This is an optimization exercise on Yosys and OpenROAD, whose aim is small area, a short achievable clock period and few clock cycles per item, not a production implementation.
RTL that was checked went through simulation tests only; none was proved equivalent to the original.
The RTL of runs 6 and 7 was laid out without a check of its function.
Power figures rest on the tool's default switching activity, not on a simulated workload.

**design/flow/config.mk**
```make
export PLATFORM = sky130hd
export DESIGN_NAME = blur_mask_top
export DESIGN_NICKNAME = blur_mask_top
export VERILOG_FILES = /design/flow/design.v
export SDC_FILE = /design/flow/constraint.sdc
export NUM_CORES = 4
export LEC_CHECK = 0
export CAP_MARGIN = 20
export CORE_MARGIN = 2
export CORE_UTILIZATION = 65
export CTS_CLUSTER_DIAMETER = 60
export CTS_CLUSTER_SIZE = 30
export PLACE_DENSITY = 0.8
export SETUP_SLACK_MARGIN = 3.8
export SLEW_MARGIN = 20
```
**design/flow/constraint.sdc**
```tcl
create_clock -name core_clock -period 6.0 [get_ports {clock}]
set_input_delay 1.2000 -clock core_clock [delete_from_list [all_inputs] [get_ports {clock}]]
set_output_delay 1.2000 -clock core_clock [all_outputs]
set_load 0.01 [all_outputs]
```
**design/flow/design.v**
```verilog
`timescale 1ns/1ns
`default_nettype none
module frame_memory (
  input  logic                                 clock,
  input  logic [16-1:0]               wr_col_n,
  input  logic [8-1:0]               wr_row_n,
  input  logic [6-1:0]               wr_data,
  input  logic [16-1:0]               rd_sel,
  output logic [8*6-1:0]   rd_column
);
  localparam int COL_W = 8 * 6;
  logic [16*COL_W-1:0] storage;
  for (genvar a = 0; a < 16 * 8; a++) begin : g_word
    always_ff @(posedge clock) begin
      if (!wr_col_n[a / 8] && !wr_row_n[a % 8]) begin
        storage[a*6 +: 6] <= wr_data;
      end
    end
  end
  always_comb begin
    rd_column = '0;
    for (int c = 0; c < 16; c++) begin
      rd_column = rd_column | (storage[c*COL_W +: COL_W] & {COL_W{rd_sel[c]}});
    end
  end
endmodule
`default_nettype wire
`timescale 1ns/1ns
`default_nettype none
module pixel_loader (
  input  logic                     clock,
  input  logic                     pix_write,
  input  logic [4-1:0]     pix_col,
  input  logic [3-1:0]     pix_row,
  input  logic [3*8-1:0] pix_rgb,
  output logic [16-1:0]   wr_col_n,
  output logic [8-1:0]   wr_row_n,
  output logic [6-1:0]   wr_data,
  output logic                     taken_col0,
  output logic                     taken_col1,
  output logic                     landing_col0
);
  logic                   taken;
  logic [4-1:0]   taken_col;
  logic [3-1:0]   taken_row;
  logic [6:0]             red_t, green_t, blue_t;
  logic [6:0]             sum_bits;
  logic [5:0]             carry_bits;
  logic [8-1:0] grey;
  assign red_t   = 7'(pix_rgb[23:18]);
  assign green_t = pix_rgb[15:9];
  assign blue_t  = 7'(pix_rgb[7:2]);
  always_ff @(posedge clock) begin
    taken     <= pix_write;
    taken_col <= pix_col;
    taken_row <= pix_row;
    sum_bits   <= red_t ^ green_t ^ blue_t;
    carry_bits <= 6'((red_t & green_t) | (red_t & blue_t) | (green_t & blue_t));
  end
  assign grey = 8'(sum_bits) + {1'b0, carry_bits, 1'b0};
  always_ff @(posedge clock) begin
    for (int c = 0; c < 16; c++) wr_col_n[c] <= !(taken && taken_col == 4'(c));
    for (int r = 0; r < 8; r++) wr_row_n[r] <= !(taken_row == 3'(r));
    wr_data <= grey[8-1:2];
  end
  assign taken_col0   = taken && taken_col == 4'(0);
  assign taken_col1   = taken && taken_col == 4'(1);
  assign landing_col0 = !wr_col_n[0];
endmodule
`default_nettype wire
`timescale 1ns/1ns
`default_nettype none
module column_fetch (
  input  logic                     clock,
  input  logic                     reset,
  input  logic                     start,
  input  logic                     taken_col0,
  input  logic                     taken_col1,
  input  logic                     landing_col0,
  output logic                     busy,
  output logic [16-1:0]   rd_sel,
  output logic                     first_col,
  output logic                     mask_valid,
  output logic [4-1:0]     mask_col,
  output logic                     done
);
  localparam int N = 16;
  logic [N+2:0] sel;
  logic first_d;
  logic last_d;
  logic held_last;
  logic due;
  logic due_d;
  logic held_due;
  assign due = busy && |sel[N:1];
  assign rd_sel    = sel[N-1:0];
  assign first_col = first_d;
  always_ff @(posedge clock) begin
    if (reset) begin
      first_d    <= 1'b1;
      last_d     <= 1'b0;
      held_last  <= 1'b0;
      due_d      <= 1'b0;
      held_due   <= 1'b0;
    end else begin
      due_d      <= due;
      held_due   <= due_d;
      first_d    <= sel[0];
      last_d     <= sel[N];
      held_last  <= last_d;
    end
  end
  logic step;
  logic hold;
  assign step = (busy && !hold) || (start && !taken_col0 && !taken_col1 && !landing_col0);
  always_ff @(posedge clock) begin
    hold <= !reset && !busy && start && taken_col0;
  end
  always_ff @(posedge clock) begin
    sel[0] <= reset || (step ? sel[N+2] : sel[0]);
    for (int i = 1; i <= N + 2; i++) sel[i] <= !reset && step && sel[i-1];
  end
  always_ff @(posedge clock) begin
    if (reset) begin
      busy       <= 1'b0;
      mask_valid <= 1'b0;
      done       <= 1'b0;
    end else if (!busy) begin
      mask_valid <= 1'b0;
      done       <= 1'b0;
      if (start) busy <= 1'b1;
    end else begin
      mask_valid <= held_due;
      done       <= held_due && held_last;
      if (held_due && held_last) busy <= 1'b0;
    end
  end
  logic showing;
  always_ff @(posedge clock) begin
    showing  <= !reset && held_due;
    mask_col <= showing ? mask_col + 1'b1 : '0;
  end
endmodule
`default_nettype wire
`timescale 1ns/1ns
`default_nettype none
module blur_mask_stage (
  input  logic                               clock,
  input  logic [8*6-1:0] column,
  input  logic                               first_col,
  output logic [8-1:0]             mask_bits
);
  localparam int SW = 6;
  localparam logic [5:0] SAT = 6'(32 + 1);
  logic [8*SW-1:0] column_q;
  logic [5:0] side      [8];
  logic [6:0] fold      [8];
  logic [5:0] need      [8];
  logic       passed    [8];
  logic [SW-1:0] q [8+2];
  logic [5:0] side_next [8];
  logic [1:0] extra [8];
  logic [8:0] short [8];
  always_comb begin
    q[0] = '0;
    q[8+1] = '0;
    for (int r = 0; r < 8; r++) q[r+1] = column_q[r*SW +: SW];
    for (int r = 0; r < 8; r++) begin
      side_next[r] = 6'(q[r] >> 2) + 6'(q[r+1] >> 1) + 6'(q[r+2] >> 2);
      extra[r]     = 2'(q[r][1]) + 2'(q[r+1][0]) + 2'(q[r+2][1]);
      short[r]     = 9'(SAT + 2) + {2'b11, ~fold[r]} + {2'b11, ~side[r], 1'b1};
    end
  end
  always_ff @(posedge clock) begin
    column_q <= column;
    for (int r = 0; r < 8; r++) begin
      side[r]      <= side_next[r];
      fold[r]      <= 7'(first_col ? 6'd0 : side[r]) + 7'(extra[r]);
      need[r]      <= short[r][5:0];
      passed[r]    <= short[r][8];
      mask_bits[r] <= passed[r] || (side[r] >= need[r]);
    end
  end
endmodule
`default_nettype wire
`timescale 1ns/1ns
`default_nettype none
module blur_mask_top (
  input  logic                     clock,
  input  logic                     reset,
  input  logic                     pix_write,
  input  logic [4-1:0]     pix_col,
  input  logic [3-1:0]     pix_row,
  input  logic [3*8-1:0] pix_rgb,
  input  logic                     start,
  output logic                     busy,
  output logic                     mask_valid,
  output logic [4-1:0]     mask_col,
  output logic [8-1:0]   mask_bits,
  output logic                     done
);
  logic [16-1:0]              wr_col_n;
  logic [8-1:0]              wr_row_n;
  logic [6-1:0]              wr_data;
  logic                                taken_col0;
  logic                                taken_col1;
  logic                                landing_col0;
  logic [16-1:0]              rd_sel;
  logic                                first_col;
  logic [8*6-1:0]  column;
  pixel_loader loader_i (
    .clock     (clock),
    .pix_write (pix_write),
    .pix_col   (pix_col),
    .pix_row   (pix_row),
    .pix_rgb   (pix_rgb),
    .wr_col_n (wr_col_n),
    .wr_row_n (wr_row_n),
    .wr_data    (wr_data),
    .taken_col0   (taken_col0),
    .taken_col1   (taken_col1),
    .landing_col0 (landing_col0)
  );
  frame_memory memory_i (
    .clock     (clock),
    .wr_col_n (wr_col_n),
    .wr_row_n (wr_row_n),
    .wr_data   (wr_data),
    .rd_sel    (rd_sel),
    .rd_column (column)
  );
  column_fetch fetch_i (
    .clock      (clock),
    .reset      (reset),
    .start      (start),
    .taken_col0   (taken_col0),
    .taken_col1   (taken_col1),
    .landing_col0 (landing_col0),
    .busy       (busy),
    .rd_sel     (rd_sel),
    .first_col  (first_col),
    .mask_valid (mask_valid),
    .mask_col   (mask_col),
    .done       (done)
  );
  blur_mask_stage stage_i (
    .clock     (clock),
    .column    (column),
    .first_col (first_col),
    .mask_bits (mask_bits)
  );
endmodule
`default_nettype wire
```
**design/flow/run.sh**
```bash
#!/bin/bash
# synth_recipe.tcl (not shown) runs the flow's synth.tcl, then flattens the netlist and writes it again
# the make line also repeats each setting of config.mk as NAME=value (left out here)
make -C /OpenROAD-flow-scripts/flow DESIGN_CONFIG=/design/flow/config.mk WORK_HOME=/design/flow/orfs CLKGATE_MAP_FILE= SYNTH_SCRIPT=/design/flow/synth_recipe.tcl finish
```
==> reports/results.ini, run 1 <==
[worst_hold_path]
hp-class=flip-flop to flip-flop
hold_path_depth=1

[worst_setup_path]
cp-end-kind=output pin
startpoint_type=flip-flop
r2r_cells=4
path_max_fanout=2
cp.required_ns=4.80
critPathSlowestCell=dfxtp_4
cp_top_family=flip-flops
crit_buf_inv=1
max_stage_delay_ns=0.36
crit_type=flip-flop to output pin
path_cells=buf_6
cp.arrival_ns=1.11
cp.depth=1

[place]
io_buffers=44
dp_hpwl_um=55500
place_congestion=0.855

[cts]
clk_pin_slew_ns=0.10
cts_max_level=2
cts_hold_buf=0
clkLatencyLatePin_ns=0.65
clock_tree.root_cell=clkbuf_16
cts_tree=yes
ctsLongestPathBuffers=3
cts_buffers=52
clock_sinks=1067

[yosys]
async_flop_share_pct=0
yosysMostFrequentCell=edfxtp_1
synth_top_area_share_pct=56.5
dominantRegCellSynth=edfxtp_1
ys_types=48
synth_nets=2967
synthesis.area_um2=40800
synthTopCellsByCount=768 x edfxtp_1, 299 x dfxtp_1, 239 x inv_1
yosysWarnings=12
synth_seq_cells=1067
syn_inst=2684
synth_area_per_cell_um2=15.2
ys_seq_area_share_pct=71.2
synthTopCellsByArea=edfxtp_1 57%, dfxtp_1 15%, ha_1 5.8%, a221oi_1 4.1%, a22o_1 4.1%
synth_edf_count=768
synth_top_cell_by_area=edfxtp_1

[route]
route.detailed.drc=0
wire_per_inst_um=25.3
totalWireLength_um=90200
first_iter_violations=2508
dr.pass1.iters=5
final_antenna_net_count=0
vias=22900
vias_per_cell=6.45

[global_route]
gr-usage-all-layers_pct=28.2
grt_pass1_wl_um=136000
antenna_found_initial=2
grt_pass1_vias=23100
grt_overflow=0
grt_max_degree=103

[pwr]
leakagePower_nw=15.6
power_density_nw_per_um2=376
total_power_mw=16.6
peakVddDrop_v=0.000419

[sta]
hold_viol=0
tightest_slew_ns=1.10
rsz0062_at_grt=true
layout_min_cycle_time_ns=2.31
tns_ns=0
finalClockSkew_ns=0.0411
fin_hold_ws_ns=0.365
fin_crit_sh_pct=38.5
slew_headroom_pct=26.5
maxSlewViolCount=0
timing.fmax_ghz=0.433
setup_viol=0

[die]
start_util_pct=65.9
die_area_um2=64800
die_w_um=255
die_height_um=255
row_count=91
core_um2=61900
io_pins=50

[finish]
fin_nets=2962
seq_area_um2=29100
multi_input_area_um2=10400
areaGrowthSynthToFinish_pct=7.93
nFillCells=3787
layout-drive-gt1-share_pct=7.86
fin_util_pct=71.1
antenna_cells=0

[status]
status=no timing/DRC/antenna violations

[run]
max-cap-violations=0

==> sequential cells by signal, indices dropped and copies added, names as in the netlist, 3 cells and up <==
register and count:
fetch_i.mask_col 4, fetch_i.sel 19, loader_i.carry_bits 6, loader_i.sum_bits 6, loader_i.taken_col 4, loader_i.taken_row 3, loader_i.wr_col_n 16, loader_i.wr_data 6
loader_i.wr_row_n 8, memory_i.storage 768, stage_i.column_q 48, stage_i.fold 56, stage_i.mask_bits 8, stage_i.need 48, stage_i.passed 8, stage_i.side 48
==> final timing paths <==
check                           from                   end  slack [ns]
hold / removal    stage_i.fold[7][0]    stage_i.need[7][0]        0.36
setup / recovery        fetch_i.busy                  busy        3.69
hold reg to reg   stage_i.fold[7][0]    stage_i.need[7][0]        0.36
setup reg to reg     fetch_i.sel[12]  stage_i.column_q[21]        3.82
==> layout make-up <==
cell class                 instances  share of cell area [%]
inverter                         239                    2.04
sequential                      1067                    66.1
clock buffer                      64                    3.22
tap                              837                    2.38
multi-input combinational       1240                    23.6
timing repair buffer              79                    1.63
clock inverter                    32                    1.05
==> layout by cell type (no fill, tap or decap), types with 9 or more instances in the layout <==
master           synthesis  routed
and2_4                  10      10
fa_1                    60      55
xnor2_1                 60      60
a22o_1                 192     192
nor2_1                 175     171
edfxtp_1               768     768
nand2b_1                18      18
clkbuf_16                0      55
and2_1                  10      10
ha_1                   188     182
a221oi_1               192     192
clkdlybuf4s50_1          0      29
buf_6                    2      14
dfxtp_2                  0      33
buf_4                    0      31
nor2b_1                 40      40
nand3_1                 22      19
a21o_1                  23      23
a21oi_1                 40      40
nand4_1                 51      51
nand2_1                 56      56
inv_1                  239     238
nor3_1                  11      11
xor2_1                   9       9
o21ai_0                 35      35
dfxtp_1                299     258
==> metal layers <==
layer  wire, µm  global-route usage [%]  up-vias  share of wire, %
met1      33400                    37.6    11300                37
met5         65                   0.752        -             0.072
li1           -                       -    10000                 -
met2      43300                    46.5     1387                48
met3       9970                    5.61      232                11
met4       3490                    10.3        2               3.9
==> cell families after synthesis <==
kind of cell    synth area share (%)
flops                           71.2
fa+ha+maj                       8.73
compound gates                  10.1
xor+xnor                        1.48
buf+inv                         3.51
mux                           0.0245
simple gates                    5.00
==> stage by stage <==
stage	cells	cell area, µm²	setup WS [ns]
after floorplan	2684	40800	3.76
after global placement	3450	42000	3.22
after detailed placement	3450	42000	3.21
after CTS	3555	43900	3.66
after global routing	3558	44000	3.66
final	3558	44000	3.69
==> power breakdown <==
part | internal, mW | total, mW | switching [mW]
combinational | 1.13 | 2.65 | 1.52
sequential | 8.94 | 9.53 | 0.583
clock | 1.96 | 4.39 | 2.44
==> repair_timing <==
item,in CTS,in global routing
pin swaps,1,6
buffers inserted,9,3
setup endpoints to repair,51,28
gates resized for setup,81,26
gates cloned,0,0
Testbench counts, summed over its fixed seeds: cycles 7,056, frames 48.
==> inputs of run 2 (changes only) <==
--- a/design/flow/config.mk
+++ b/design/flow/config.mk
@@ -9,7 +9,7 @@
 export CORE_MARGIN = 2
 export CORE_UTILIZATION = 65
-export CTS_CLUSTER_DIAMETER = 60
+export CTS_CLUSTER_DIAMETER = 100
 export CTS_CLUSTER_SIZE = 30
 export PLACE_DENSITY = 0.8
-export SETUP_SLACK_MARGIN = 3.8
+export SETUP_SLACK_MARGIN = 3.6
 export SLEW_MARGIN = 20
==> run 2 against run 1 <==
First-iteration DRC count rose by 26%. Register-to-register slack lost 0.16 ns. Worst hold slack improved by 0.0018 ns. Synthesized cell count is the same. Count of clock-buffer cells in the layout rose by 8. Critical endpoint is now mask_bits[7]. Critical path depth unchanged. Die area did not move. Combinational power hardly changed.
==> reports/results.ini, run 2 <==
[route]
wire_per_inst_um=25.2  ; -0.68%
vias=22600  ; -1.3%
routed-wl-met2_um=43100  ; -0.51%
dr.pass1.iters=5  ; unchanged
wl_met1_um=32800  ; -1.6%
route.detailed.drc=0  ; unchanged
top_layer=met5
vias_per_cell=6.41  ; -0.58%
final_antenna_net_count=0  ; unchanged
met3WireLength_um=9950  ; -0.25%
first_iter_violations=3168  ; +26%
totalWireLength_um=88900  ; -1.4%

[finish]
layout_common_cells=768 x edfxtp_1, 270 x dfxtp_1, 239 x inv_1
largest_reg_flops=768  ; unchanged
final_cell_count_no_fill=3532  ; -0.73%
layout-drive-gt1-share_pct=5.01  ; -2.9 points
antenna_cells=0  ; unchanged
layout_commonest_cell=edfxtp_1
largest_register=memory_i.storage
fin_nets=2946  ; -0.54%
areaGrowthSynthToFinish_pct=5.90
reg_top3=memory_i.storage (768), stage_i.fold (56)

[worst_hold_path]
holdPathEnd=stage_i.need[0][0]
hold_path_depth=1  ; unchanged
hp-class=flip-flop to flip-flop
min_from=stage_i.fold[0][0]

[yosys]
yosys.area_share.simple_pct=5.00  ; unchanged
synth_nets=2967  ; unchanged
syn_inst=2684  ; unchanged
synth_seq_cells=1067  ; unchanged
synth_top_family_by_area=compound AO/OA/AOI/OAI gates
synth_xor_area_share_pct=1.48  ; unchanged
ys_types=48  ; unchanged
synthTopCellsByArea=edfxtp_1 57%, dfxtp_1 15%, ha_1 5.8%, a221oi_1 4.1%, a22o_1 4.1%
synth_top_cell_by_area=edfxtp_1
yosysWarnings=12  ; unchanged
synth_area_per_cell_um2=15.2  ; unchanged
synthAdderAreaFrac_pct=8.73  ; unchanged
synth.mux.area_fraction_pct=0.0245  ; unchanged
synth-compound-area-share_pct=10.1  ; unchanged
synth_top_area_share_pct=56.5  ; unchanged
dominantRegCellSynth=edfxtp_1
synthTopCellsByCount=768 x edfxtp_1, 299 x dfxtp_1, 239 x inv_1
ys_seq_area_share_pct=71.2  ; unchanged
yosysMostFrequentCell=edfxtp_1
synth_edf_count=768  ; unchanged
synthesis.area_um2=40800  ; unchanged
async_flop_share_pct=0  ; unchanged

[worst_setup_path]
cp.required_ns=4.80  ; about the same
cp-end-kind=output pin
r2r_cells=4  ; unchanged
cp.depth=1  ; unchanged
startpoint_type=flip-flop
cp.arrival_ns=1.15  ; +0.04 ns
critPathSlowestCell=dfxtp_1
crit_type=flip-flop to output pin
cp_top_family=flip-flops
ff2ff_setup_slack_ns=3.66  ; -0.16 ns
reg2reg_to=stage_i.column_q[10]
path_cells=clkdlybuf4s15_1
path_max_fanout=1  ; -1
crit_buf_inv=1  ; unchanged
max_stage_delay_ns=0.32  ; -0.04 ns
reg2reg_from=fetch_i.sel[11]

[sta]
finalClockSkew_ns=0.0173  ; -0.0238 ns
tightest_slew_ns=1.08  ; -0.0262 ns
maxSlewViolCount=0  ; unchanged
rsz0062_at_grt=false
timing.fmax_ghz=0.425  ; -1.9%
layout_min_cycle_time_ns=2.35  ; +0.0452 ns
fin_crit_sh_pct=39.2  ; +0.75 points
fin_hold_ws_ns=0.367  ; +0.00177 ns
tns_ns=0  ; unchanged
setup_viol=0  ; unchanged
hold_viol=0  ; unchanged
slew_headroom_pct=28.2  ; +1.7 points

[global_route]
gr-usage-all-layers_pct=28.2  ; about the same
grt_max_degree=105  ; +1.9%
grt_overflow=0  ; unchanged
grt_pass1_vias=22800  ; -1.2%
grt_pass1_wl_um=135000  ; -0.46%
antenna_found_initial=2  ; unchanged

[cts]
clkLatencyLatePin_ns=0.62  ; -0.03 ns
cts_hold_buf=0  ; unchanged
cts_max_level=2  ; unchanged
ctsLongestPathBuffers=3  ; unchanged
clock_tree.root_cell=clkbuf_16
clock_sinks=1067  ; unchanged
cts_buffers=41  ; -21%
cts_tree=yes
clk_pin_slew_ns=0.11  ; about the same

[place]
dp_hpwl_um=55800  ; +0.61%
place_congestion=0.877  ; +2.6%
placed_cells=3450  ; unchanged
io_buffers=44  ; unchanged

[pwr]
p_int_mw=11.4  ; -4.9%
seqPwrFrac_pct=60.7  ; +3.2 points
peakVddDrop_v=0.000336  ; -20%
power_density_nw_per_um2=361  ; -4.0%
clkPwrFrac_pct=22.2  ; -4.3 points
p_sw_share_pct=26.7  ; -0.68 points
power.switching_mw=4.17  ; -8.2%
leakagePower_nw=15.3  ; -2.2%
power_frac_comb_pct=17.2  ; +1.2 points

[status]
status=no timing/DRC/antenna violations

[die]
io_pins=50  ; unchanged
row_count=91  ; unchanged
die_area_um2=64800  ; unchanged
die_w_um=255  ; unchanged
start_util_pct=65.9  ; unchanged
core_um2=61900  ; unchanged
die_height_um=255  ; unchanged

[run]
max-cap-violations=0  ; unchanged

## run 2: per-stage QoR
step / total power, mW / util (%) / setup WS, ns / instance area, µm²
6_report: 15.6 / 69.8 / 3.65 / 43200
5_1_grt: 16.4 / 69.8 / 3.60 / 43200
4_1_cts: 15.7 / 69.8 / 3.59 / 43200
3_5_place_dp: 12.3 / 67.8 / 3.25 / 42000
3_3_place_gp: 12.1 / 67.8 / 3.30 / 42000
2_1_floorplan: 11.4 / - / 3.60 / 40800
## run 2: kinds of logic after synthesis
logic type | Yosys count
buffers and inverters | 377
AO/OA/AOI/OAI | 505
multiplexers | 1
AND/OR/NAND/NOR | 416
flip-flops | 1067
adder cells (fa/ha/maj) | 249
XOR/XNOR | 69
## run 2: how the worst max path moves through the flow
stage	from	end	slack, ns
3_3_place_gp	fetch_i.first_d	stage_i.fold[6][4]	3.30
6_report	stage_i.mask_bits[7]	mask_bits[7]	3.65
4_1_cts	fetch_i.busy	busy	3.59
3_5_place_dp	fetch_i.first_d	stage_i.fold[4][4]	3.25
5_1_grt	stage_i.mask_bits[6]	mask_bits[6]	3.60
2_1_floorplan	fetch_i.first_d	stage_i.fold[5][4]	3.60
## run 2: what timing repair did
item,in CTS,in global routing
setup buffers,5,2
resized for setup,56,6
endpoints found under the setup margin,38,10
## run 2: layer usage
metal  up-vias  GRT usage (%)
met5         -              0
met4         2           9.07
met3       214           5.45
met2      1289           47.1
met1     11200           37.7
li1       9961              -
## run 2: power groups by stage
| stage | registers (mW) | logic, mW | clock network (mW) |
|---|---|---|---|
| after floorplan | 9.62 | 1.77 | 0 |
| after global placement | 9.60 | 2.48 | 0 |
| after detailed placement | 9.64 | 2.70 | 0 |
| after CTS | 9.47 | 2.71 | 3.49 |
| after global routing | 9.55 | 3.14 | 3.72 |
| final | 9.47 | 2.68 | 3.46 |
## run 2: area by class of cell
type | instances | area [µm²]
clock inverters | 3 | 25.0
multi-input cells | 1240 | 10300
well taps | 837 | 1050
flip-flops and latches | 1067 | 29100
clock buffers | 72 | 1180
inverters | 239 | 897
repair buffers | 74 | 627
fillers | 3885 | 18700
==> inputs of run 3 (changes only) <==
--- a/design/flow/config.mk
+++ b/design/flow/config.mk
@@ -12,4 +12,4 @@
 export CTS_CLUSTER_SIZE = 30
 export PLACE_DENSITY = 0.8
-export SETUP_SLACK_MARGIN = 3.6
+export SETUP_SLACK_MARGIN = 3.2
 export SLEW_MARGIN = 20
==> run 3 against run 2 <==
Critical path depth did not move. Maximum frequency is 14% lower. Core utilization hardly changed. Setup slack got worse by 0.39 ns. Largest cell class unchanged. First-iteration DRC count decreased by 16%. Cell area hardly changed. Die area is the same. Largest power group unchanged. Synthesized area is the same. Non-clock buffer count shrank 7. Highest routed layer is now met4.
==> reports/results.ini, run 3 <==
[status]
status=no timing/DRC/antenna violations

[finish]
largest_reg_flops=768  ; unchanged
final_cell_count_no_fill=3525  ; -0.20%
fin_nets=2939  ; -0.24%
reg_top3=memory_i.storage (768), stage_i.fold (56)
layout_common_cells=768 x edfxtp_1, 274 x dfxtp_1, 239 x inv_1
layout-drive-gt1-share_pct=4.13  ; -0.88 points
areaGrowthSynthToFinish_pct=5.96  ; about the same
layout_commonest_cell=edfxtp_1
largest_register=memory_i.storage
antenna_cells=0  ; unchanged

[cts]
clock_tree.root_cell=clkbuf_16
cts_tree=yes
clkLatencyLatePin_ns=0.62  ; about the same
clk_pin_slew_ns=0.11  ; about the same
cts_hold_buf=0  ; unchanged
ctsLongestPathBuffers=3  ; unchanged
cts_max_level=2  ; unchanged
clock_sinks=1067  ; unchanged
cts_buffers=41  ; unchanged

[die]
io_pins=50  ; unchanged
core_um2=61900  ; unchanged
row_count=91  ; unchanged
die_area_um2=64800  ; unchanged
start_util_pct=65.9  ; unchanged
die_height_um=255  ; unchanged
die_w_um=255  ; unchanged

[yosys]
synthTopCellsByCount=768 x edfxtp_1, 299 x dfxtp_1, 239 x inv_1
async_flop_share_pct=0  ; unchanged
syn_inst=2684  ; unchanged
dominantRegCellSynth=edfxtp_1
synth_seq_cells=1067  ; unchanged
ys_seq_area_share_pct=71.2  ; unchanged
synth_nets=2967  ; unchanged
synth_area_per_cell_um2=15.2  ; unchanged
yosysWarnings=12  ; unchanged
yosysMostFrequentCell=edfxtp_1
synth_top_cell_by_area=edfxtp_1
ys_types=48  ; unchanged
synth_top_area_share_pct=56.5  ; unchanged
synth_edf_count=768  ; unchanged
synthesis.area_um2=40800  ; unchanged
synthTopCellsByArea=edfxtp_1 57%, dfxtp_1 15%, ha_1 5.8%, a221oi_1 4.1%, a22o_1 4.1%

[worst_hold_path]
hp-class=flip-flop to flip-flop
min_from=stage_i.fold[3][0]

[sta]
fin_crit_sh_pct=45.7  ; +6.4 points
setup_viol=0  ; unchanged
tightest_slew_ns=1.12  ; +0.0426 ns
timing.fmax_ghz=0.365  ; -14%
hold_viol=0  ; unchanged
rsz0062_at_grt=false
fin_ws_ns=3.26  ; -0.386 ns
finalClockSkew_ns=0.0208  ; +0.00354 ns
maxSlewViolCount=0  ; unchanged
tns_ns=0  ; unchanged
slew_headroom_pct=25.4  ; -2.8 points
layout_min_cycle_time_ns=2.74  ; +0.386 ns

[run]
max-cap-violations=0  ; unchanged

[global_route]
grt_pass1_wl_um=133000  ; -1.6%
grt_overflow=0  ; unchanged
grt_pass1_vias=22600  ; -0.95%
antenna_found_initial=1  ; -1
gr-usage-all-layers_pct=27.7  ; -0.47 points
grt_max_degree=109  ; +3.8%

[route]
totalWireLength_um=88000  ; -1.0%
first_iter_violations=2651  ; -16%
vias_per_cell=6.41  ; about the same
final_antenna_net_count=0  ; unchanged
wire_per_inst_um=25.0  ; -0.81%
route.detailed.drc=0  ; unchanged
vias=22600  ; -0.15%
dr.pass1.iters=6  ; +1

[worst_setup_path]
crit_buf_inv=1  ; unchanged
crit_start=fetch_i.mask_col[2]
startpoint_type=flip-flop
cp.required_ns=4.80  ; about the same
cp-end-kind=output pin
critPathSlowestCell=clkdlybuf4s50_1
crit_type=flip-flop to output pin
ff2ff_setup_slack_ns=3.59  ; -0.07 ns
cp_top_family=buffers and inverters
path_cells=clkdlybuf4s50_1
r2r_cells=7  ; +3
reg2reg_from=fetch_i.first_d
cp.arrival_ns=1.54  ; +0.39 ns
path_max_fanout=3  ; +2
endpoint=mask_col[2]
cp.depth=1  ; unchanged
max_stage_delay_ns=0.55  ; +0.23 ns
reg2reg_to=stage_i.fold[6][4]

[pwr]
leakagePower_nw=15.3  ; -0.18%
peakVddDrop_v=0.000300  ; -11%
power_density_nw_per_um2=362  ; +0.25%

[place]
dp_slack_ns=3.34  ; +0.0842 ns
io_buffers=44  ; unchanged
placed_cells=3450  ; unchanged
dp_hpwl_um=55400  ; -0.69%
place_congestion=0.856  ; -2.4%

==> run 3: layout make-up <==
| class | count | area [µm²] |
|---|---|---|
| clock inverters | 3 | 46.3 |
| clock buffers | 72 | 1210 |
| flip-flops and latches | 1067 | 29100 |
| well taps | 837 | 1050 |
| repair buffers | 67 | 616 |
| fillers | 3997 | 18700 |
| inverters | 239 | 897 |
| multi-input cells | 1240 | 10300 |
==> run 3: per-stage QoR <==
stage                     util (%)  hold WS, ns  power (mW)  area [µm²]
after global placement        67.8        0.340        12.1       42000
after detailed placement      67.8        0.344        12.3       42000
after floorplan                  -        0.338        11.4       40800
after global routing          69.8        0.385        16.4       43200
after CTS                     69.8        0.370        15.7       43200
final                         69.8        0.368        15.7       43200
==> run 3: cell families (layout without fill, tap and decap cells) <==
| logic type | count (synthesis) | in the layout | synth area share (%) |
|---|---|---|---|
| flops | 1067 | 1067 | 71.2 |
| fa+ha+maj | 249 | 249 | 8.73 |
| compound gates | 505 | 505 | 10.1 |
| mux | 1 | 1 | 0.0245 |
| simple gates | 416 | 416 | 5.00 |
| buf+inv | 377 | 381 | 3.51 |
| xor+xnor | 69 | 69 | 1.48 |
==> run 3: worst min path at each step <==
stage	endpoint	slack, ns	cells after the start
CTS	stage_i.need[5][0]	0.37	1
floorplan	stage_i.need[0][0]	0.34	1
detailed placement	stage_i.need[5][0]	0.34	1
finish	stage_i.need[3][0]	0.37	1
global placement	stage_i.need[7][0]	0.34	1
global route	stage_i.need[1][0]	0.38	1
==> run 3: power breakdown <==
part           switching (mW)  total [mW]  internal, mW
Combinational            1.53        2.67          1.13
Sequential              0.525        9.47          8.94
Clock                    2.08        3.52          1.44
Total                    4.14        15.7          11.5
==> run 3: what timing repair did <==
action | in CTS | in global routing
buffers inserted | 0 | 0
resized for setup | 2 | 3
pin swaps | 0 | 0
setup endpoints to repair | 2 | 2
endpoints found under the hold margin | 0 | 0
==> run 3: routing by layer <==
metal	wire [µm]	share of wire (%)	GRT usage, %
met4	3430	3.9	10.1
met1	32400	37	37.3
met5	0	0	0
met2	41900	48	45.3
met3	10300	12	5.70
==> inputs of run 4 (changes only) <==
--- a/design/flow/config.mk
+++ b/design/flow/config.mk
@@ -12,4 +12,4 @@
 export CTS_CLUSTER_SIZE = 30
 export PLACE_DENSITY = 0.8
-export SETUP_SLACK_MARGIN = 3.2
+export SETUP_SLACK_MARGIN = 4.0
 export SLEW_MARGIN = 20
==> run 4 against run 3 <==
Final cell count is 1.0% higher. Clock skew is 0.0068 ns higher. Sequential power hardly changed. Synthesized area unchanged. Via count is 0.92% higher. Core utilization grew 1.0 points. Worst hold slack got worse by 0.012 ns. First-iteration DRC count increased by 4.3%. Global-route usage up 0.33 points. Largest power group unchanged.
==> reports/results.ini, run 4 <==
[die]
die_height_um=255  ; unchanged
die_area_um2=64800  ; unchanged
die_w_um=255  ; unchanged
io_pins=50  ; unchanged
core_um2=61900  ; unchanged
row_count=91  ; unchanged
start_util_pct=65.9  ; unchanged

[global_route]
grt_pass1_vias=22800  ; +1.1%
grt_max_degree=115  ; +5.5%
antenna_found_initial=3  ; +2
grt_overflow=0  ; unchanged
gr-usage-all-layers_pct=28.0  ; +0.33 points
grt_pass1_wl_um=135000  ; +1.4%

[finish]
layout_commonest_cell=edfxtp_1
fin_nets=2973  ; +1.2%
areaGrowthSynthToFinish_pct=7.55
largest_reg_flops=768  ; unchanged
layout_common_cells=768 x edfxtp_1, 243 x dfxtp_1, 233 x inv_1
largest_register=memory_i.storage
layout-drive-gt1-share_pct=9.10  ; +5.0 points
reg_top3=memory_i.storage (768), stage_i.fold (56)

[route]
totalWireLength_um=89600  ; +1.8%
vias_per_cell=6.41  ; -0.13%
wl_met1_um=32500  ; +0.43%
dr.pass1.iters=5  ; -1
top_layer=met5
final_antenna_net_count=0  ; unchanged
route.detailed.drc=0  ; unchanged
vias=22800  ; +0.92%
routed-wl-met2_um=43500  ; +3.8%
first_iter_violations=2766  ; +4.3%
met3WireLength_um=10300  ; +0.56%
wire_per_inst_um=25.1  ; +0.72%

[sta]
setup_viol=0  ; unchanged
finalClockSkew_ns=0.0276  ; +0.00680 ns
fin_crit_sh_pct=38.3  ; -7.3 points
slew_headroom_pct=31.8  ; +6.4 points
fin_ws_ns=3.70  ; +0.440 ns
tns_ns=0  ; unchanged
hold_viol=0  ; unchanged
maxSlewViolCount=0  ; unchanged
layout_min_cycle_time_ns=2.30  ; -0.440 ns
tightest_slew_ns=1.02  ; -0.0975 ns
timing.fmax_ghz=0.435  ; +19%
rsz0062_at_grt=true

[run]
max-cap-violations=0  ; unchanged

[yosys]
synthesis.area_um2=40800  ; unchanged
syn_inst=2684  ; unchanged
yosysMostFrequentCell=edfxtp_1
synthTopCellsByArea=edfxtp_1 57%, dfxtp_1 15%, ha_1 5.8%, a221oi_1 4.1%, a22o_1 4.1%
synth_nets=2967  ; unchanged
synth-compound-area-share_pct=10.1  ; unchanged
synthAdderAreaFrac_pct=8.73  ; unchanged
synthTopCellsByCount=768 x edfxtp_1, 299 x dfxtp_1, 239 x inv_1
synth_top_cell_by_area=edfxtp_1
synth.mux.area_fraction_pct=0.0245  ; unchanged
async_flop_share_pct=0  ; unchanged
synth_edf_count=768  ; unchanged
synth_seq_cells=1067  ; unchanged
synth_area_per_cell_um2=15.2  ; unchanged
synth_xor_area_share_pct=1.48  ; unchanged
synth_top_area_share_pct=56.5  ; unchanged
yosys.area_share.simple_pct=5.00  ; unchanged
ys_seq_area_share_pct=71.2  ; unchanged
yosysWarnings=12  ; unchanged
dominantRegCellSynth=edfxtp_1
synth_top_family_by_area=compound AO/OA/AOI/OAI gates
ys_types=48  ; unchanged

[worst_setup_path]
cp.required_ns=4.80  ; about the same
reg2reg_from=fetch_i.first_d
crit_start=fetch_i.busy
cp-end-kind=output pin
crit_buf_inv=1  ; unchanged
cp_top_family=flip-flops
max_stage_delay_ns=0.36  ; -0.19 ns
critPathSlowestCell=dfxtp_4
cp.arrival_ns=1.10  ; -0.44 ns
crit_type=flip-flop to output pin
path_max_fanout=2  ; -1
startpoint_type=flip-flop
path_cells=buf_6

[cts]
ctsLongestPathBuffers=3  ; unchanged
cts_tree=yes
clkLatencyLatePin_ns=0.63  ; about the same
clock_sinks=1067  ; unchanged
clock_tree.root_cell=clkbuf_16
cts_hold_buf=0  ; unchanged
clk_pin_slew_ns=0.11  ; about the same
cts_max_level=2  ; unchanged
cts_buffers=42  ; +2.4%

[place]
io_buffers=44  ; unchanged
dp_slack_ns=3.33  ; -0.00289 ns
place_congestion=0.857  ; about the same
dp_hpwl_um=56200  ; +1.3%

[status]
status=no timing/DRC/antenna violations

[pwr]
power_density_nw_per_um2=360  ; -0.66%
leakagePower_nw=15.5  ; +1.5%
peakVddDrop_v=0.000309  ; +2.9%

[worst_hold_path]
min_from=stage_i.fold[4][0]
hp-class=flip-flop to flip-flop

-- run 4: changes by cell type in the layout (fill, tap and decap cells not counted), sizes merged, moves of 2 or more --
cell / delta
buf: +47
clkdlybuf4s50: -14
clkinv: +2
inv: +2
-- run 4: through the flow --
step / area [µm²] / total power [mW] / utilization, % / hold WS (ns) / std cells
floorplan: 41000 / 11.4 / - / 0.338 / 2684
global placement: 42100 / 12.1 / 67.9 / 0.340 / 3450
detailed placement: 42100 / 12.3 / 67.9 / 0.341 / 3450
CTS: 43600 / 15.8 / 70.4 / 0.366 / 3547
global route: 43900 / 16.6 / 70.8 / 0.379 / 3561
finish: 43900 / 15.8 / 70.9 / 0.357 / 3562
-- run 4: report_power, final --
part / internal [mW] / switching [mW] / leakage [nW] / total [mW]
logic: 1.18 / 1.59 / 5.47 / 2.77
clock network: 1.43 / 2.13 / 0.609 / 3.55
registers: 8.95 / 0.519 / 9.43 / 9.47
-- run 4: repair_timing --
action / CTS / global route
buffers inserted: 18 / 14
endpoints found under the setup margin: 76 / 53
hold endpoints to repair: 0 / 0
gates cloned: 1 / 0
pin swaps: 13 / 23
resized for setup: 113 / 64
-- run 4: layout make-up --
cell class / count / area, µm²
Antenna cell: 1 / 2.50
Clock buffer: 73 / 1210
Clock inverter: 5 / 73.8
Fill cell: 3849 / 18100
Inverter: 239 / 897
Multi-Input combinational cell: 1240 / 10500
Sequential cell: 1067 / 29200
Tap cell: 837 / 1050
Timing Repair Buffer: 100 / 948
-- run 4: worst paths after layout --
path                                           end  slack, ns  cells past startpoint
worst max-delay path                          busy       3.70                      1
worst min-delay path            stage_i.need[4][0]       0.36                      1
worst max register to register  stage_i.fold[4][2]       3.94                      7
worst min register to register  stage_i.need[4][0]       0.36                      1
-- run 4: logic make-up after synthesis --
logic type / count (synthesis)
and+or+nand+nor: 416
DFF: 1067
AOI/OAI and AO/OA: 505
muxes: 1
buffers and inverters: 377
adders and majority gates: 249
xor gates and xnor gates: 69
-- run 4: per-layer routing --
metal  vias to the layer above  global-route usage [%]
met2                      1315                    46.1
met3                       207                    6.27
met4                         2                    9.61
met5                         -                       0
li1                      10000                       -
met1                     11300                    37.4
==> inputs of run 5 (changes only) <==
--- a/design/flow/config.mk
+++ b/design/flow/config.mk
@@ -12,4 +12,4 @@
 export CTS_CLUSTER_SIZE = 30
 export PLACE_DENSITY = 0.8
-export SETUP_SLACK_MARGIN = 4.0
+export SETUP_SLACK_MARGIN = 3.8
 export SLEW_MARGIN = 20
==> run 5 against run 4 <==
Die area unchanged. Cell area decreased by 1.2%. Register-to-register slack got worse by 0.14 ns. Largest cell class unchanged.
==> reports/results.ini, run 5 <==
[yosys]
synthTopCellsByArea=edfxtp_1 57%, dfxtp_1 15%, ha_1 5.8%, a221oi_1 4.1%, a22o_1 4.1%
async_flop_share_pct=0  ; unchanged
synthTopCellsByCount=768 x edfxtp_1, 299 x dfxtp_1, 239 x inv_1
syn_inst=2684  ; unchanged
synth_area_per_cell_um2=15.2  ; unchanged
synthesis.area_um2=40800  ; unchanged
synth_nets=2967  ; unchanged
ys_seq_area_share_pct=71.2  ; unchanged
synth_top_area_share_pct=56.5  ; unchanged
synth_seq_cells=1067  ; unchanged
synth_edf_count=768  ; unchanged
yosysMostFrequentCell=edfxtp_1
yosysWarnings=12  ; unchanged
synth_top_cell_by_area=edfxtp_1
dominantRegCellSynth=edfxtp_1
ys_types=48  ; unchanged

[run]
max-cap-violations=0  ; unchanged

[pwr]
p_sw_share_pct=26.7  ; -0.14 points
clkPwrFrac_pct=22.0  ; -0.5 points
p_int_mw=11.4  ; -1.1%
power_frac_comb_pct=16.9  ; -0.6 points
power.switching_mw=4.16  ; -1.7%
seqPwrFrac_pct=61.1  ; +1.1 points
leakagePower_nw=15.3  ; -1.3%
power_density_nw_per_um2=360  ; about the same
peakVddDrop_v=0.000332  ; +7.4%

[worst_setup_path]
path_max_fanout=2  ; unchanged
cp.depth=1  ; unchanged
max_stage_delay_ns=0.36  ; about the same
crit_buf_inv=1  ; unchanged
crit_type=flip-flop to output pin
cp_top_family=flip-flops
critPathSlowestCell=dfxtp_4
reg2reg_from=fetch_i.sel[4]
cp.arrival_ns=1.09  ; about the same
reg2reg_to=stage_i.column_q[1]
cp-end-kind=output pin
r2r_cells=4  ; -3
startpoint_type=flip-flop
cp.required_ns=4.80  ; about the same
ff2ff_setup_slack_ns=3.80  ; -0.14 ns
path_cells=buf_6

[cts]
ctsLongestPathBuffers=3  ; unchanged
clkLatencyLatePin_ns=0.62  ; about the same
clock_tree.root_cell=clkbuf_16
cts_hold_buf=0  ; unchanged
cts_tree=yes
cts_max_level=2  ; unchanged
clk_pin_slew_ns=0.11  ; about the same
clock_sinks=1067  ; unchanged
cts_buffers=41  ; -2.4%

[route]
final_antenna_net_count=0  ; unchanged
first_iter_violations=2820  ; +2.0%
vias=22800  ; -0.18%
wire_per_inst_um=25.1  ; about the same
route.detailed.drc=0  ; unchanged
dr.pass1.iters=6  ; +1
totalWireLength_um=88800  ; -0.83%
vias_per_cell=6.44  ; +0.59%

[finish]
largest_reg_flops=768  ; unchanged
layout_commonest_cell=edfxtp_1
areaGrowthSynthToFinish_pct=6.23
layout-drive-gt1-share_pct=6.34  ; -2.8 points
largest_register=memory_i.storage
nFillCells=3917  ; +1.8%
antenna_cells=0  ; -1
reg_top3=memory_i.storage (768), stage_i.fold (56)
layout_common_cells=768 x edfxtp_1, 259 x dfxtp_1, 238 x inv_1
fin_nets=2951  ; -0.74%

[sta]
slew_headroom_pct=27.8  ; -3.9 points
tns_ns=0  ; unchanged
layout_min_cycle_time_ns=2.29  ; -0.0149 ns
finalClockSkew_ns=0.0238  ; -0.00376 ns
rsz0062_at_grt=true
hold_viol=0  ; unchanged
timing.fmax_ghz=0.438  ; +0.65%
setup_viol=0  ; unchanged
fin_hold_ws_ns=0.366  ; +0.00969 ns
tightest_slew_ns=1.08  ; +0.0606 ns
maxSlewViolCount=0  ; unchanged
fin_crit_sh_pct=38.1  ; -0.25 points

[place]
dp_hpwl_um=55500  ; -1.2%
io_buffers=44  ; unchanged
place_congestion=0.855  ; -0.22%

[global_route]
grt_max_degree=103  ; -10%
grt_overflow=0  ; unchanged
gr-usage-all-layers_pct=27.8  ; -0.21 points
grt_pass1_wl_um=134000  ; -0.86%
grt_pass1_vias=22900  ; +0.11%
antenna_found_initial=1  ; -2

[die]
io_pins=50  ; unchanged
core_um2=61900  ; unchanged
die_area_um2=64800  ; unchanged
row_count=91  ; unchanged
die_height_um=255  ; unchanged
start_util_pct=65.9  ; unchanged
die_w_um=255  ; unchanged

[worst_hold_path]
holdPathEnd=stage_i.need[1][0]
hold_path_depth=1  ; unchanged
min_from=stage_i.fold[1][0]
hp-class=flip-flop to flip-flop

[status]
status=no timing/DRC/antenna violations

==> run 5: cell counts after synthesis <==
Identical to the previous run, type by type.
==> run 5: area by class of cell <==
| cell class | count | area (µm²) | share of cell area [%] |
|---|---|---|---|
| well taps | 837 | 1050 | 2.42 |
| clock buffers | 71 | 1160 | 2.68 |
| multi-input cells | 1240 | 10400 | 24.0 |
| clock inverters | 2 | 32.5 | 0.0751 |
| inverters | 239 | 897 | 2.07 |
| repair buffers | 79 | 708 | 1.63 |
| flip-flops and latches | 1067 | 29100 | 67.2 |
==> run 5: worst max path at each step <==
stage	startpoint	endpoint
2_1_floorplan	fetch_i.first_d	stage_i.fold[3][4]
3_3_place_gp	fetch_i.first_d	stage_i.fold[6][4]
3_5_place_dp	fetch_i.first_d	stage_i.fold[6][4]
4_1_cts	fetch_i.busy	busy
5_1_grt	stage_i.mask_bits[1]	mask_bits[1]
6_report	fetch_i.busy	busy
==> run 5: timing repair <==
item | in CTS | in global routing
gates resized for setup | 80 | 26
pin swaps | 0 | 3
endpoints found under the setup margin | 49 | 26
buffers inserted | 9 | 3
==> run 5: cells by family (layout without fill, tap and decap cells) <==
group | Yosys count | after routing | share of synthesized area [%]
flip-flops | 1067 | 1067 | 71.2
AO/OA/AOI/OAI | 505 | 505 | 10.1
AND/OR/NAND/NOR | 416 | 416 | 5.00
buffers and inverters | 377 | 391 | 3.51
adder cells (fa/ha/maj) | 249 | 249 | 8.73
XOR/XNOR | 69 | 69 | 1.48
multiplexers | 1 | 1 | 0.0245
==> run 5: power by group through the flow <==
stage          clock network, mW  registers, mW  logic (mW)
3_5_place_dp                   0           9.69        2.65
3_3_place_gp                   0           9.65        2.45
5_1_grt                     3.70           9.60        3.07
2_1_floorplan                  0           9.59        1.77
4_1_cts                     3.47           9.51        2.66
6_report                    3.43           9.52        2.64
==> run 5: metal layers <==
layer,vias up,GRT usage (%),wire [µm]
li1,9970,-,-
met3,224,5.80,10600
met2,1370,45.9,42600
met1,11200,37.1,32300
met5,-,0,0
met4,0,9.91,3290
==> run 5: through the flow <==
stage	power [mW]	setup slack (ns)	util (%)	cell area [µm²]	cells
finish	15.6	3.71	70.0	43300	3535
global route	16.4	3.69	70.0	43300	3535
CTS	15.6	3.69	69.8	43300	3532
detailed placement	12.3	3.21	67.8	42000	3450
global placement	12.1	3.22	67.8	42000	3450
floorplan	11.4	3.76	-	40800	2684
==> inputs of run 6 (changes only) <==
--- a/design/flow/design.v
+++ b/design/flow/design.v
@@ -59,8 +59,16 @@
   end
   assign grey = 8'(sum_bits) + {1'b0, carry_bits, 1'b0};
-  always_ff @(posedge clock) begin
-    for (int c = 0; c < 16; c++) wr_col_n[c] <= !(taken && taken_col == 4'(c));
-    for (int r = 0; r < 8; r++) wr_row_n[r] <= !(taken_row == 3'(r));
-    wr_data <= grey[8-1:2];
+  logic                 landing;
+  logic [4-1:0] landing_col;
+  logic [3-1:0] landing_row;
+  always_ff @(posedge clock) begin
+    landing     <= taken;
+    landing_col <= taken_col;
+    landing_row <= taken_row;
+    wr_data     <= grey[8-1:2];
+  end
+  always_comb begin
+    for (int c = 0; c < 16; c++) wr_col_n[c] = !(landing && landing_col == 4'(c));
+    for (int r = 0; r < 8; r++) wr_row_n[r] = !(landing_row == 3'(r));
   end
   assign taken_col0   = taken && taken_col == 4'(0);
==> run 6 against run 5 <==
Critical path type is now flip-flop to flip-flop. Largest power group unchanged. Core utilization up 0.92 points. Register-to-register slack got worse by 0.20 ns. Sequential power shrank 1%. Final cell count is 0.74% lower.
==> reports/results.ini, run 6 <==
[yosys]
synth_top_area_share_pct=56.9  ; +0.34 points
yosysWarnings=12  ; unchanged
yosysMostFrequentCell=edfxtp_1
ys_types=50  ; +4.2%
dominantRegCellSynth=edfxtp_1
synth_seq_cells=1051  ; -1.5%
async_flop_share_pct=0  ; unchanged
synthTopCellsByArea=edfxtp_1 57%, dfxtp_1 14%, ha_1 5.8%, a221oi_1 4.2%, a22o_1 4.1%
synthesis.area_um2=40600  ; -0.59%
synth_area_per_cell_um2=15.4  ; +1.5%
synth_nets=2911  ; -1.9%
ys_seq_area_share_pct=70.8  ; -0.37 points
synth_edf_count=768  ; unchanged
syn_inst=2628  ; -2.1%
synthTopCellsByCount=768 x edfxtp_1, 283 x dfxtp_1, 238 x inv_1
synth_top_cell_by_area=edfxtp_1

[sta]
tns_ns=0  ; unchanged
rsz0062_at_grt=true
fin_hold_ws_ns=0.335  ; -0.0315 ns
slew_headroom_pct=25.8  ; -2.1 points
setup_viol=0  ; unchanged
finalClockSkew_ns=0.0380  ; +0.0142 ns
hold_viol=0  ; unchanged
timing.fmax_ghz=0.417  ; -4.8%
fin_crit_sh_pct=40.0  ; +1.9 points
maxSlewViolCount=0  ; unchanged
tightest_slew_ns=1.11  ; +0.0308 ns
layout_min_cycle_time_ns=2.40  ; +0.115 ns

[cts]
ctsLongestPathBuffers=3  ; unchanged
clock_tree.root_cell=clkbuf_16
cts_buffers=41  ; unchanged
clk_pin_slew_ns=0.11  ; about the same
cts_max_level=2  ; unchanged
cts_tree=yes
clkLatencyLatePin_ns=0.65  ; +0.03 ns
clock_sinks=1051  ; -1.5%

[route]
route.detailed.drc=0  ; unchanged
totalWireLength_um=88600  ; -0.28%
first_iter_violations=2783  ; -1.3%
final_antenna_net_count=0  ; unchanged
wire_per_inst_um=25.2  ; +0.46%
vias=22500  ; -1.0%
dr.pass1.iters=7  ; +1
vias_per_cell=6.43  ; -0.27%

[place]
placed_cell_area_um2=41700  ; -0.75%
io_buffers=44  ; unchanged
dp_hpwl_um=54300  ; -2.2%
place_congestion=0.850  ; -0.51%

[pwr]
peakVddDrop_v=0.000321  ; -3.4%
power_density_nw_per_um2=355  ; -1.2%
leakagePower_nw=15.2  ; -0.56%
total_power_mw=15.5  ; -0.30%

[finish]
nFillCells=3865  ; -1.3%
layout_common_cells=768 x edfxtp_1, 242 x dfxtp_1, 237 x inv_1
largest_reg_flops=768  ; unchanged
fin_nets=2922  ; -0.98%
antenna_cells=0  ; unchanged
fin_util_pct=70.9  ; +0.92 points
design_area_um2=43800  ; +0.94%
layout-drive-gt1-share_pct=12.6  ; +6.3 points
layout_commonest_cell=edfxtp_1
areaGrowthSynthToFinish_pct=7.87
reg_top3=memory_i.storage (768), stage_i.fold (56)
largest_register=memory_i.storage

[die]
die_area_um2=64400  ; -0.58%
row_count=91  ; unchanged
core_um2=61700  ; -0.37%
io_pins=50  ; unchanged
die_w_um=254  ; -0.29%
start_util_pct=65.7  ; -0.15 points
die_height_um=254  ; -0.29%

[worst_setup_path]
cp-end-kind=flip-flop
reg2reg_to=memory_i.storage[531]
reg2reg_from=loader_i.landing_col[3]
ff2ff_setup_slack_ns=3.60  ; -0.20 ns
max_stage_delay_ns=0.59  ; +0.23 ns
startpoint_type=flip-flop
cp.arrival_ns=2.68  ; +1.59 ns
path_cells=nand2_1, nor2_1, nand3_2, nor2_2
critPathSlowestCell=nand3_2
crit_type=flip-flop to flip-flop
cp.required_ns=6.28  ; +1.48 ns
path_max_fanout=8  ; +6
r2r_cells=4  ; unchanged

[run]
max-cap-violations=0  ; unchanged

[global_route]
grt_overflow=0  ; unchanged
grt_pass1_wl_um=134000  ; +0.41%
grt_pass1_vias=22800  ; -0.41%
gr-usage-all-layers_pct=28.1  ; +0.26 points
grt_max_degree=105  ; +1.9%
antenna_found_initial=0  ; -1

[worst_hold_path]
hp-class=flip-flop to flip-flop
min_from=loader_i.taken_row[2]
hold_path_depth=0  ; -1
holdPathEnd=loader_i.landing_row[2]

[status]
status=no timing/DRC/antenna violations

run 6: cells by family (layout without fill, tap and decap cells):
group                      Yosys count  in the layout  share of synthesized area, %
DFF                               1051           1051                          70.8
AOI/OAI and AO/OA                  507            507                          10.3
and+or+nand+nor                    397            397                          4.83
buffers and inverters              354            398                          3.71
adders and majority gates          249            249                          8.78
xor gates and xnor gates            69             69                          1.49
muxes                                1              1                        0.0247
run 6: critical path: cells and delay by family, from the launching register on:
kind / cells / cell delay [ns]
flops: 1 / 0.42
simple gates: 4 / 1.63
run 6: cell type report:
cell class / count / area (µm²) / share of cell area (%)
Sequential cell: 1051 / 28800 / 65.8
Timing Repair Buffer: 84 / 758 / 1.73
Inverter: 238 / 893 / 2.04
Multi-Input combinational cell: 1223 / 11000 / 25.2
Clock buffer: 71 / 1160 / 2.65
Tap cell: 837 / 1050 / 2.39
Clock inverter: 5 / 75.1 / 0.172
run 6: repair_timing:
item | CTS | global route
hold buffers | 0 | 0
pin swaps | 1 | 7
resized for setup | 203 | 102
gates cloned | 0 | 0
endpoints found under the setup margin | 803 | 762
buffers inserted | 12 | 5
run 6: how the worst max path moves through the flow:
stage                     slack, ns               startpoint                     to  cells past startpoint
final                          3.60  loader_i.landing_col[3]  memory_i.storage[531]                      4
after global routing           3.57  loader_i.landing_col[3]  memory_i.storage[532]                      4
after CTS                      3.45  loader_i.landing_col[2]  memory_i.storage[726]                      3
after detailed placement       3.31          fetch_i.first_d     stage_i.fold[6][4]                      8
after global placement         3.32          fetch_i.first_d     stage_i.fold[6][4]                      8
after floorplan                3.77          fetch_i.first_d     stage_i.fold[6][4]                      9
run 6: metrics by stage:
stage          worst slack [ns]  instances
3_5_place_dp               3.31       3416
2_1_floorplan              3.77       2628
4_1_cts                    3.45       3504
6_report                   3.60       3509
3_3_place_gp               3.32       3416
5_1_grt                    3.57       3509
run 6: metal layers:
| metal | track usage, % | share of wire [%] | vias to the layer above | wire, µm |
|---|---|---|---|---|
| met5 | 0 | 0 | - | 0 |
| met4 | 9.68 | 3.3 | 0 | 2940 |
| met3 | 6.75 | 11 | 192 | 9950 |
| met2 | 45.4 | 48 | 1329 | 42600 |
| met1 | 37.8 | 37 | 11100 | 33100 |
| li1 | - | - | 9892 | - |
run 6: power by group:
part	switching (mW)	internal (mW)
Sequential	0.535	8.86
Combinational	1.53	1.16
Clock	2.10	1.37
==> inputs of run 7 (changes only) <==
--- a/design/flow/design.v
+++ b/design/flow/design.v
@@ -44,31 +44,21 @@
   logic [4-1:0]   taken_col;
   logic [3-1:0]   taken_row;
-  logic [6:0]             red_t, green_t, blue_t;
-  logic [6:0]             sum_bits;
-  logic [5:0]             carry_bits;
+  logic [5:0]             red;
+  logic [6:0]             green;
+  logic [5:0]             blue;
   logic [8-1:0] grey;
-  assign red_t   = 7'(pix_rgb[23:18]);
-  assign green_t = pix_rgb[15:9];
-  assign blue_t  = 7'(pix_rgb[7:2]);
   always_ff @(posedge clock) begin
     taken     <= pix_write;
     taken_col <= pix_col;
     taken_row <= pix_row;
-    sum_bits   <= red_t ^ green_t ^ blue_t;
-    carry_bits <= 6'((red_t & green_t) | (red_t & blue_t) | (green_t & blue_t));
-  end
-  assign grey = 8'(sum_bits) + {1'b0, carry_bits, 1'b0};
-  logic                 landing;
-  logic [4-1:0] landing_col;
-  logic [3-1:0] landing_row;
-  always_ff @(posedge clock) begin
-    landing     <= taken;
-    landing_col <= taken_col;
-    landing_row <= taken_row;
-    wr_data     <= grey[8-1:2];
-  end
-  always_comb begin
-    for (int c = 0; c < 16; c++) wr_col_n[c] = !(landing && landing_col == 4'(c));
-    for (int r = 0; r < 8; r++) wr_row_n[r] = !(landing_row == 3'(r));
+    red       <= pix_rgb[23:18];
+    green     <= pix_rgb[15:9];
+    blue      <= pix_rgb[7:2];
+  end
+  assign grey = 8'(red) + 8'(green) + 8'(blue);
+  always_ff @(posedge clock) begin
+    for (int c = 0; c < 16; c++) wr_col_n[c] <= !(taken && taken_col == 4'(c));
+    for (int r = 0; r < 8; r++) wr_row_n[r] <= !(taken_row == 3'(r));
+    wr_data <= grey[8-1:2];
   end
   assign taken_col0   = taken && taken_col == 4'(0);
@@ -160,14 +150,15 @@
 );
   localparam int SW = 6;
-  localparam logic [5:0] SAT = 6'(32 + 1);
   logic [8*SW-1:0] column_q;
-  logic [5:0] side      [8];
-  logic [6:0] fold      [8];
-  logic [5:0] need      [8];
-  logic       passed    [8];
+  logic [5:0] side   [8];
+  logic [1:0] extra  [8];
+  logic [5:0] side_1  [8];
+  logic [1:0] extra_1 [8];
+  logic [5:0] side_2  [8];
+  logic       first_1;
   logic [SW-1:0] q [8+2];
   logic [5:0] side_next [8];
-  logic [1:0] extra [8];
-  logic [8:0] short [8];
+  logic [1:0] extra_next [8];
+  logic [7:0] total [8];
   always_comb begin
     q[0] = '0;
@@ -175,17 +166,19 @@
     for (int r = 0; r < 8; r++) q[r+1] = column_q[r*SW +: SW];
     for (int r = 0; r < 8; r++) begin
-      side_next[r] = 6'(q[r] >> 2) + 6'(q[r+1] >> 1) + 6'(q[r+2] >> 2);
-      extra[r]     = 2'(q[r][1]) + 2'(q[r+1][0]) + 2'(q[r+2][1]);
-      short[r]     = 9'(SAT + 2) + {2'b11, ~fold[r]} + {2'b11, ~side[r], 1'b1};
+      side_next[r]  = 6'(q[r] >> 2) + 6'(q[r+1] >> 1) + 6'(q[r+2] >> 2);
+      extra_next[r] = 2'(q[r][1]) + 2'(q[r+1][0]) + 2'(q[r+2][1]);
+      total[r] = 8'(side_2[r]) + 8'({side_1[r], 1'b0}) + 8'(extra_1[r]) + 8'(side[r]);
     end
   end
   always_ff @(posedge clock) begin
     column_q <= column;
+    first_1  <= first_col;
     for (int r = 0; r < 8; r++) begin
       side[r]      <= side_next[r];
-      fold[r]      <= 7'(first_col ? 6'd0 : side[r]) + 7'(extra[r]);
-      need[r]      <= short[r][5:0];
-      passed[r]    <= short[r][8];
-      mask_bits[r] <= passed[r] || (side[r] >= need[r]);
+      extra[r]     <= extra_next[r];
+      side_1[r]    <= side[r];
+      extra_1[r]   <= extra[r];
+      side_2[r]    <= first_1 ? 6'd0 : side_1[r];
+      mask_bits[r] <= (total[r] > 8'(32));
     end
   end
--- a/design/flow/config.mk
+++ b/design/flow/config.mk
@@ -11,5 +11,4 @@
 export CTS_CLUSTER_DIAMETER = 100
 export CTS_CLUSTER_SIZE = 30
-export PLACE_DENSITY = 0.8
 export SETUP_SLACK_MARGIN = 3.8
 export SLEW_MARGIN = 20
==> run 7 against run 6 <==
Still clean on timing, DRC and antenna. Clock power rose by 2%. Register-to-register slack got worse by 0.06 ns. Critical path depth rose by 6. Global-route usage rose by 0.39 points. Cell area fell by 1.4%. Core utilization fell by 0.98 points. Synthesized cell count fell by 3.7%. Final cell count fell by 3.5%. Sequential power rose by 2.8%. Highest routed layer unchanged.
==> reports/results.ini, run 7 <==
[worst_setup_path]
crit_type=flip-flop to flip-flop
cp-end-kind=flip-flop
cp.required_ns=6.51  ; +0.23 ns
startpoint_type=flip-flop
reg2reg_to=stage_i.mask_bits[0]
reg2reg_from=stage_i.side_2[0][1]
ff2ff_setup_slack_ns=3.54  ; -0.06 ns
path_max_fanout=2  ; -6
cp.arrival_ns=2.97  ; +0.29 ns
crit_start=stage_i.side_2[0][1]
r2r_cells=10  ; +6

[die]
die_height_um=254  ; about the same
row_count=91  ; unchanged
core_um2=61700  ; unchanged
start_util_pct=65.7  ; about the same
die_area_um2=64400  ; about the same
die_w_um=254  ; about the same
io_pins=50  ; unchanged

[yosys]
synthTopCellsByCount=768 x edfxtp_1, 323 x dfxtp_1, 192 x a221oi_1, 192 x a22o_1, 164 x nor2_1
synth_nets=2770  ; -4.8%
synth_top_cell_by_area=edfxtp_1
syn_inst=2530  ; -3.7%
synth_edf_count=768  ; unchanged
dominantRegCellSynth=edfxtp_1
synth_area_per_cell_um2=16.0  ; +3.9%
yosysWarnings=13  ; +1
ys_types=53  ; +6.0%
synthesis.area_um2=40600  ; about the same
ys_seq_area_share_pct=72.8  ; +2.0 points
synth_seq_cells=1091  ; +3.8%
synth_top_area_share_pct=56.9  ; about the same
synthTopCellsByArea=edfxtp_1 57%, dfxtp_1 16%, fa_1 4.9%, a221oi_1 4.1%, a22o_1 4.1%
async_flop_share_pct=0  ; unchanged
yosysMostFrequentCell=edfxtp_1

[sta]
setup_viol=0  ; unchanged
tightest_slew_ns=1.07  ; -0.0444 ns
hold_viol=0  ; unchanged
fin_crit_sh_pct=40.9  ; +0.95 points
tns_ns=0  ; unchanged
maxSlewViolCount=0  ; unchanged
finalClockSkew_ns=0.0202  ; -0.0178 ns
slew_headroom_pct=28.6  ; +2.9 points
rsz0062_at_grt=true
layout_min_cycle_time_ns=2.46  ; +0.0568 ns
timing.fmax_ghz=0.407  ; -2.3%

[cts]
ctsLongestPathBuffers=3  ; unchanged
cts_buffers=42  ; +2.4%
clock_sinks=1091  ; +3.8%
clkLatencyLatePin_ns=0.62  ; -0.03 ns
cts_tree=yes
clock_tree.root_cell=clkbuf_16
clk_pin_slew_ns=0.11  ; about the same
cts_max_level=2  ; unchanged
cts_hold_buf=0  ; unchanged

[pwr]
leakagePower_nw=14.8  ; -2.7%
power_density_nw_per_um2=383  ; +7.9%
peakVddDrop_v=0.000370  ; +15%

[place]
dp_hpwl_um=54900  ; +1.1%
placed_cell_area_um2=41800  ; +0.21%
io_buffers=44  ; unchanged
place_congestion=0.821  ; -3.4%

[worst_hold_path]
min_from=stage_i.extra[3][0]
hp-class=flip-flop to flip-flop
hold_path_depth=0  ; unchanged
holdPathEnd=stage_i.extra_1[3][0]

[finish]
layout_common_cells=768 x edfxtp_1, 283 x dfxtp_1, 192 x a22o_1
largest_register=memory_i.storage
nFillCells=4090  ; +5.8%
fin_nets=2756  ; -5.7%
layout-drive-gt1-share_pct=7.06  ; -5.5 points
layout_commonest_cell=edfxtp_1
largest_reg_flops=768  ; unchanged
seq_area_um2=29600  ; +2.8%
multi_input_area_um2=10200  ; -7.7%
areaGrowthSynthToFinish_pct=6.38
design_area_um2=43100  ; -1.4%

[run]
max-cap-violations=0  ; unchanged

[route]
wire_per_inst_um=26.4  ; +4.7%
totalWireLength_um=89500  ; +1.0%
route.detailed.drc=0  ; unchanged
vias=21700  ; -3.8%
dr.pass1.iters=5  ; -2
vias_per_cell=6.41  ; -0.26%
final_antenna_net_count=0  ; unchanged
first_iter_violations=2422  ; -13%

[global_route]
grt_overflow=0  ; unchanged
antenna_found_initial=3  ; +3
grt_pass1_wl_um=134000  ; about the same
gr-usage-all-layers_pct=28.5  ; +0.39 points
grt_max_degree=97  ; -7.6%
grt_pass1_vias=21500  ; -5.4%

[status]
status=no timing/DRC/antenna violations

run 7: worst max-delay path: stages (launching register included):
cell,delay [ns]
dfxtp_2,0.34
inv_2,0.03
fa_1,0.54
inv_2,0.05
fa_2,0.34
a21o_1,0.17
a21oi_2,0.15
buf_4,0.13
xor2_1,0.13
nand3_1,0.10
a2111o_1,0.37
run 7: how the worst max path moves through the flow:
| stage | endpoint | slack, ns | cells after the start |
|---|---|---|---|
| finish | stage_i.mask_bits[0] | 3.54 | 10 |
| detailed placement | fetch_i.sel[2] | 3.35 | 5 |
| CTS | stage_i.mask_bits[0] | 3.55 | 10 |
| global placement | fetch_i.sel[7] | 3.37 | 5 |
| global route | stage_i.mask_bits[0] | 3.46 | 10 |
| floorplan | stage_i.mask_bits[0] | 3.66 | 10 |
run 7: layer usage:
layer / vias up / share of wire [%] / global-route usage [%]
met1: 11000 / 41 / 41.7
met3: 130 / 9.7 / 5.06
met5: - / 0 / 0
met4: 0 / 2.4 / 6.54
met2: 964 / 47 / 45.3
li1: 9582 / - / -
run 7: cell families after synthesis:
logic type / share of synthesized area, %
flops: 72.8
xor+xnor: 1.17
buf+inv: 2.34
simple gates: 4.97
compound gates: 10.5
fa+ha+maj: 8.18
run 7: timing repair:
item	4_1_cts	5_1_grt
setup endpoints to repair	23	28
setup buffers	9	1
resized for setup	88	27
pin swaps	21	20
run 7: layout make-up:
cell class | instances | share of cell area [%]
inverters | 119 | 1.04
diodes | 1 | 0.00580
clock buffers | 72 | 2.75
repair buffers | 76 | 1.55
multi-input cells | 1186 | 23.6
clock inverters | 4 | 0.0783
flip-flops and latches | 1091 | 68.6
well taps | 837 | 2.43
run 7: power by group:
part | internal, mW | total (mW) | switching (mW)
Combinational | 1.48 | 3.37 | 1.89
Sequential | 9.05 | 9.65 | 0.593
Clock | 1.38 | 3.53 | 2.14
run 7: metrics by stage:
step	power (mW)	cells	hold WS [ns]	setup WS, ns	util (%)
finish	16.5	3386	0.336	3.54	69.9
global route	17.4	3385	0.344	3.46	69.9
CTS	16.6	3384	0.337	3.55	69.8
detailed placement	13.1	3299	0.313	3.35	67.7
global placement	12.9	3299	0.311	3.37	67.7
floorplan	12.0	2530	0.310	3.66	-

==> what the ideal ports hide <==
The flow's constraints put no driver on any port. The routed layouts listed below were extracted and timed again, unchanged, in two steps.
Step 1 (the two cells are an assumption about what drives the block):
set clk [get_ports {clock}]
set_driving_cell -lib_cell sky130_fd_sc_hd__clkbuf_16 $clk
set_driving_cell -lib_cell sky130_fd_sc_hd__buf_2 [delete_from_list [all_inputs] $clk]
Step 2, shift: input delay + t, output delay - t, t = (earliest + latest rising clock arrival at the registers) / 2. This alone moves slack from input paths to output paths.
Slacks: ideal / step 1 / step 2; pairs: ideal / step 1.
| run | t (ns) | setup WS [ns] | worst setup path at the end | latest minus earliest clock arrival (ns) | slew at the worst register clock pin (ns) |
|---|---|---|---|---|---|
| run 1 | 0.688 | 3.691 / 3.631 / 3.444 | input to register | 0.045 / 0.045 | 0.11 / 0.11 |
| run 2 | 0.679 | 3.646 / 3.583 / 3.392 | input to register | 0.022 / 0.021 | 0.11 / 0.11 |
| run 3 | 0.672 | 3.260 / 3.201 / 3.472 | input to register | 0.023 / 0.024 | 0.11 / 0.11 |
| run 4 | 0.681 | 3.700 / 3.636 / 3.473 | input to register | 0.034 / 0.034 | 0.11 / 0.11 |
| run 5 | 0.677 | 3.715 / 3.651 / 3.434 | input to register | 0.026 / 0.027 | 0.12 / 0.12 |
| run 6 | 0.693 | 3.600 / 3.600 / 3.286 | input to register | 0.040 / 0.040 | 0.12 / 0.12 |
| run 7 | 0.675 | 3.543 / 3.543 / 3.327 | input to register | 0.020 / 0.021 | 0.11 / 0.11 |
After both steps setup and hold are still met in every run listed. For run 6, which loses most, drivers alone change the setup slack by 0.000 ns; drivers and shift together by -0.314 ns.
